Context: an optimization exercise on an open-source flow, tuned for small area and a short achievable clock period. The choices shown serve that exercise and are no tape-out recipe. Function was checked by simulation only, so behaviour that the tests miss may differ from the original. Power figures rest on the tool's default switching activity, not on a simulated workload.

==> flow/design.v <==
module rf_bit_next (
    input  logic en,
    input  logic en_n,
    input  logic d,
    input  logic q,
    output logic nq
);
    assign nq = (en & d) | (en_n & q);
endmodule
module rf_o211a (
    input  logic lo_n, hi_n, lo, hi,
    output logic y
);
    assign y = (lo_n | hi_n) & lo & hi;
endmodule
module rf_nor2 (
    input  logic a, b,
    output logic y
);
    assign y = !(a | b);
endmodule
module rf_nand2 (
    input  logic a, b,
    output logic y
);
    assign y = !(a & b);
endmodule
module rf_nand4 (
    input  logic a, b, c, d,
    output logic y
);
    assign y = !(a & b & c & d);
endmodule
module rf_nand3 (
    input  logic a, b, c,
    output logic y
);
    assign y = !(a & b & c);
endmodule
module rf_read_grp8 (
    input  logic [7:0] sel,
    input  logic [7:0] d,
    output logic       y
);
    assign y = |(sel & d);
endmodule
module rf_read_bit (
    input  logic [31:0] sel,
    input  logic [31:0] d,
    output logic        y
);
    logic [3:0] u;
    logic [1:0] v;
    for (genvar k = 0; k < 4; k++) begin : g_grp
        rf_read_grp8 u_g (.sel(sel[8*k +: 8]), .d(d[8*k +: 8]), .y(u[k]));
    end
    rf_nor2  u_v0 (.a(u[0]), .b(u[1]), .y(v[0]));
    rf_nor2  u_v1 (.a(u[2]), .b(u[3]), .y(v[1]));
    rf_nand2 u_y  (.a(v[0]), .b(v[1]), .y(y));
endmodule
module rf_read_dec (
    input  logic [4:0]  a,
    input  logic [4:0]  wa,
    input  logic        rst_n,
    input  logic        wr,
    output logic [31:0] sel
);
    logic [7:0] lo, wlo_n;
    logic [3:0] hi, whi_n;
    logic [4:0] a_n, wa_n;
    assign a_n  = ~a;
    assign wa_n = ~wa;
    for (genvar j = 0; j < 8; j++) begin : g_wlo
        rf_nand3 u_wlo (
            .a(((j / 4) % 2) == 1 ? wa[2] : wa_n[2]),
            .b(((j / 2) % 2) == 1 ? wa[1] : wa_n[1]),
            .c((j % 2) == 1 ? wa[0] : wa_n[0]),
            .y(wlo_n[j])
        );
    end
    for (genvar k = 0; k < 4; k++) begin : g_whi
        rf_nand4 u_whi (
            .a(rst_n),
            .b(wr),
            .c((k / 2) == 1 ? wa[4] : wa_n[4]),
            .d((k % 2) == 1 ? wa[3] : wa_n[3]),
            .y(whi_n[k])
        );
    end
    always_comb begin
        for (int j = 0; j < 8; j++) lo[j] = (a[2:0] == 3'(j));
        for (int k = 0; k < 4; k++) hi[k] = (a[4:3] == 2'(k));
    end
    assign sel[0] = rst_n && wr && (wa == a) && (a != 5'd0);
    for (genvar i = 1; i < 32; i++) begin : g_sel
        rf_o211a u_sel (
            .lo_n(wlo_n[i % 8]),
            .hi_n(whi_n[i / 8]),
            .lo  (lo[i % 8]),
            .hi  (hi[i / 8]),
            .y   (sel[i])
        );
    end
endmodule
module reg_file #(
    parameter int DATA_W = 32,
    parameter int ADDR_W = 5
) (
    input  logic              clk,
    input  logic              rst_n,
    input  logic              RegWrite,
    input  logic [ADDR_W-1:0] WriteReg,
    input  logic [DATA_W-1:0] WriteData,
    input  logic [ADDR_W-1:0] ReadReg1,
    input  logic [ADDR_W-1:0] ReadReg2,
    output logic [DATA_W-1:0] ReadData1,
    output logic [DATA_W-1:0] ReadData2,
    input  logic [ADDR_W-1:0] DbgReg,
    output logic [DATA_W-1:0] DbgData
);
    localparam int DEPTH = 2 ** ADDR_W;
    logic [DEPTH-1:1][DATA_W-1:0] regs;
    logic [DEPTH-1:1][DATA_W-1:0] regs_nxt;
    logic [DEPTH-1:1]             wen;      
    logic [DEPTH-1:1]             wen_n;
    logic [DATA_W-1:0]            wdata;    
    always_comb begin
        for (int i = 1; i < DEPTH; i++) begin
            wen[i]   = !rst_n || (RegWrite && (WriteReg == ADDR_W'(i)));
            wen_n[i] = !wen[i];
        end
        wdata = rst_n ? WriteData : '0;
    end
    for (genvar i = 1; i < DEPTH; i++) begin : g_reg
        for (genvar b = 0; b < DATA_W; b++) begin : g_bit
            rf_bit_next u_nxt (
                .en  (wen[i]),
                .en_n(wen_n[i]),
                .d   (wdata[b]),
                .q   (regs[i][b]),
                .nq  (regs_nxt[i][b])
            );
        end
    end
    always_ff @(posedge clk) begin
        regs <= regs_nxt;
    end
    logic [2:0][ADDR_W-1:0] raddr;
    logic [2:0][DATA_W-1:0] rdata;
    assign raddr = {DbgReg, ReadReg2, ReadReg1};
    for (genvar p = 0; p < 3; p++) begin : g_port
        for (genvar h = 0; h < 2; h++) begin : g_half
            logic [DEPTH-1:0] rsel;
            rf_read_dec u_dec (
                .a    (raddr[p]),
                .wa   (WriteReg),
                .rst_n(rst_n),
                .wr   (RegWrite),
                .sel  (rsel)
            );
            for (genvar b = 16 * h; b < 16 * h + 16; b++) begin : g_bit
                logic [DEPTH-1:0] col;
                assign col[0] = WriteData[b];
                for (genvar i = 1; i < DEPTH; i++) begin : g_col
                    assign col[i] = regs[i][b];
                end
                rf_read_bit u_rd (
                    .sel(rsel),
                    .d  (col),
                    .y  (rdata[p][b])
                );
            end
        end
    end
    assign ReadData1 = rdata[0];
    assign ReadData2 = rdata[1];
    assign DbgData   = rdata[2];
endmodule
==> flow/config.mk <==
export PLATFORM = sky130hd
export DESIGN_NAME = reg_file
export DESIGN_NICKNAME = reg_file
export VERILOG_FILES = /design/flow/design.v
export SDC_FILE = /design/flow/constraint.sdc
export NUM_CORES = 4
export LEC_CHECK = 0
export CAP_MARGIN = 10
export CORE_MARGIN = 2
export CORE_UTILIZATION = 40
export PLACE_DENSITY = 0.5
export SETUP_SLACK_MARGIN = 1.5
export SLEW_MARGIN = 10
export SYNTH_HIERARCHICAL = 1
==> flow/constraint.sdc <==
create_clock -name core_clock -period 6.5 [get_ports {clk}]
set_input_delay 1.3000 -clock core_clock [delete_from_list [all_inputs] [get_ports {clk}]]
set_output_delay 1.3000 -clock core_clock [all_outputs]
set_load 0.01 [all_outputs]
standard.sh (not shown) runs the stock make flow with config.mk's settings and CLKGATE_MAP_FILE= SYNTH_SCRIPT=/design/flow/synth_recipe.tcl, a recipe that flattens the netlist after the stock synthesis.
==> flow/flow/run.sh <==
#!/bin/bash
# Own layout flow: the standard synthesis unchanged, then the standard ORFS layout with
# a few placement/optimisation options changed:
#  - cell-footprint matching off, so repair may swap e.g. a delay buffer for a plain buffer;
#  - port buffers are plain buffers (sky130_fd_sc_hd__buf_2) instead of the default pick;
#  - clock tree synthesis without dummy loads.
# Each step's output goes to a log file of its own here; ORFS's own per-step logs are
# under orfs/logs/.
set -uo pipefail
bash standard.sh synth > synth.log 2>&1 || exit 1
bash standard.sh \
    MATCH_CELL_FOOTPRINT=0 \
    "BUFFER_PORTS_ARGS=-buffer_cell sky130_fd_sc_hd__buf_2" \
    "CTS_ARGS=-sink_clustering_enable -repair_clock_nets -dont_use_dummy_load -sink_clustering_size 20 -sink_clustering_max_diameter 70" \
    finish > layout.log 2>&1 || exit 1
The baseline went through all stages and came out clean.
Rerun with:
- CAP_MARGIN: 10 -> 20
- SLEW_MARGIN: 10 -> 20
Effect: The new run finished clean; final cell count barely changes; area after synthesis is unchanged; critical path depth does not change; power rose slightly; global-route usage fell by 0.14 points; clock power rose slightly; routed wire length stays flat; hold slack barely changes; via count barely changes.
Rerun with:
- CAP_MARGIN: 20 -> 10
- CORE_UTILIZATION: 40 -> 45
- PLACE_DENSITY: 0.5 -> 0.55
- SLEW_MARGIN: 20 -> 10
What happened:
- cell area shrinks by 1.5%
- worst setup slack is better by 26 ps
- die area fell by 11%
- wire length went down by 6.8%
- global-route usage rose by 2.0 points
- count of clock-buffer cells in the layout is lower by 6
- core utilization grows by 5.4 points
- register-to-register slack improves by 60 ps
- synthesized area is unchanged
Rerun with:
- CORE_UTILIZATION: 45 -> 40
- PLACE_DENSITY: 0.55 -> 0.5
- SETUP_SLACK_MARGIN: 1.5 -> 1.3
The changed run completed with no timing, DRC or antenna violations.
Power goes up by 1.4%.
Die area climbs by 12%.
Final area went down by 0.35%.
Clock power goes up by about 3%.
Wire length rose by 7.3%.
Via count grows by 0.58%.

[port drivers added, routing unchanged]
How much do the figures lean on ideal ports? The routed layouts below were timed once more, with nothing changed but the port constraints. Step 1 assumes that a clkbuf_16 drives the clock port and a buf_2 every other input. Step 2 moves the port delays by t, midway between the first and last clock arrival at a register: inputs arrive t later, outputs are due t later. That takes back most of the time a late clock gives input paths. Slacks: no drivers / after step 1 / after step 2; pairs: no drivers / after step 1.
| run | t, ns | slack for setup (ns) | hold slack, ns |
|---|---|---|---|
| the first run | 0.773 | 1.368 / 1.290 / 1.290 | 0.528 / 0.528 / 0.528 |
| the second run | 0.758 | 1.380 / 1.222 / 1.222 | 0.526 / 0.526 / 0.526 |
| the third run | 0.725 | 1.406 / 1.240 / 1.240 | 0.527 / 0.527 / 0.527 |
| the fourth run | 0.770 | 1.183 / 1.111 / 1.111 | 0.527 / 0.527 / 0.527 |
After both steps setup and hold are still met in every run listed. The setup slack of the third run, which loses most, moves by -0.166 ns with the drivers and by -0.166 ns with both steps.
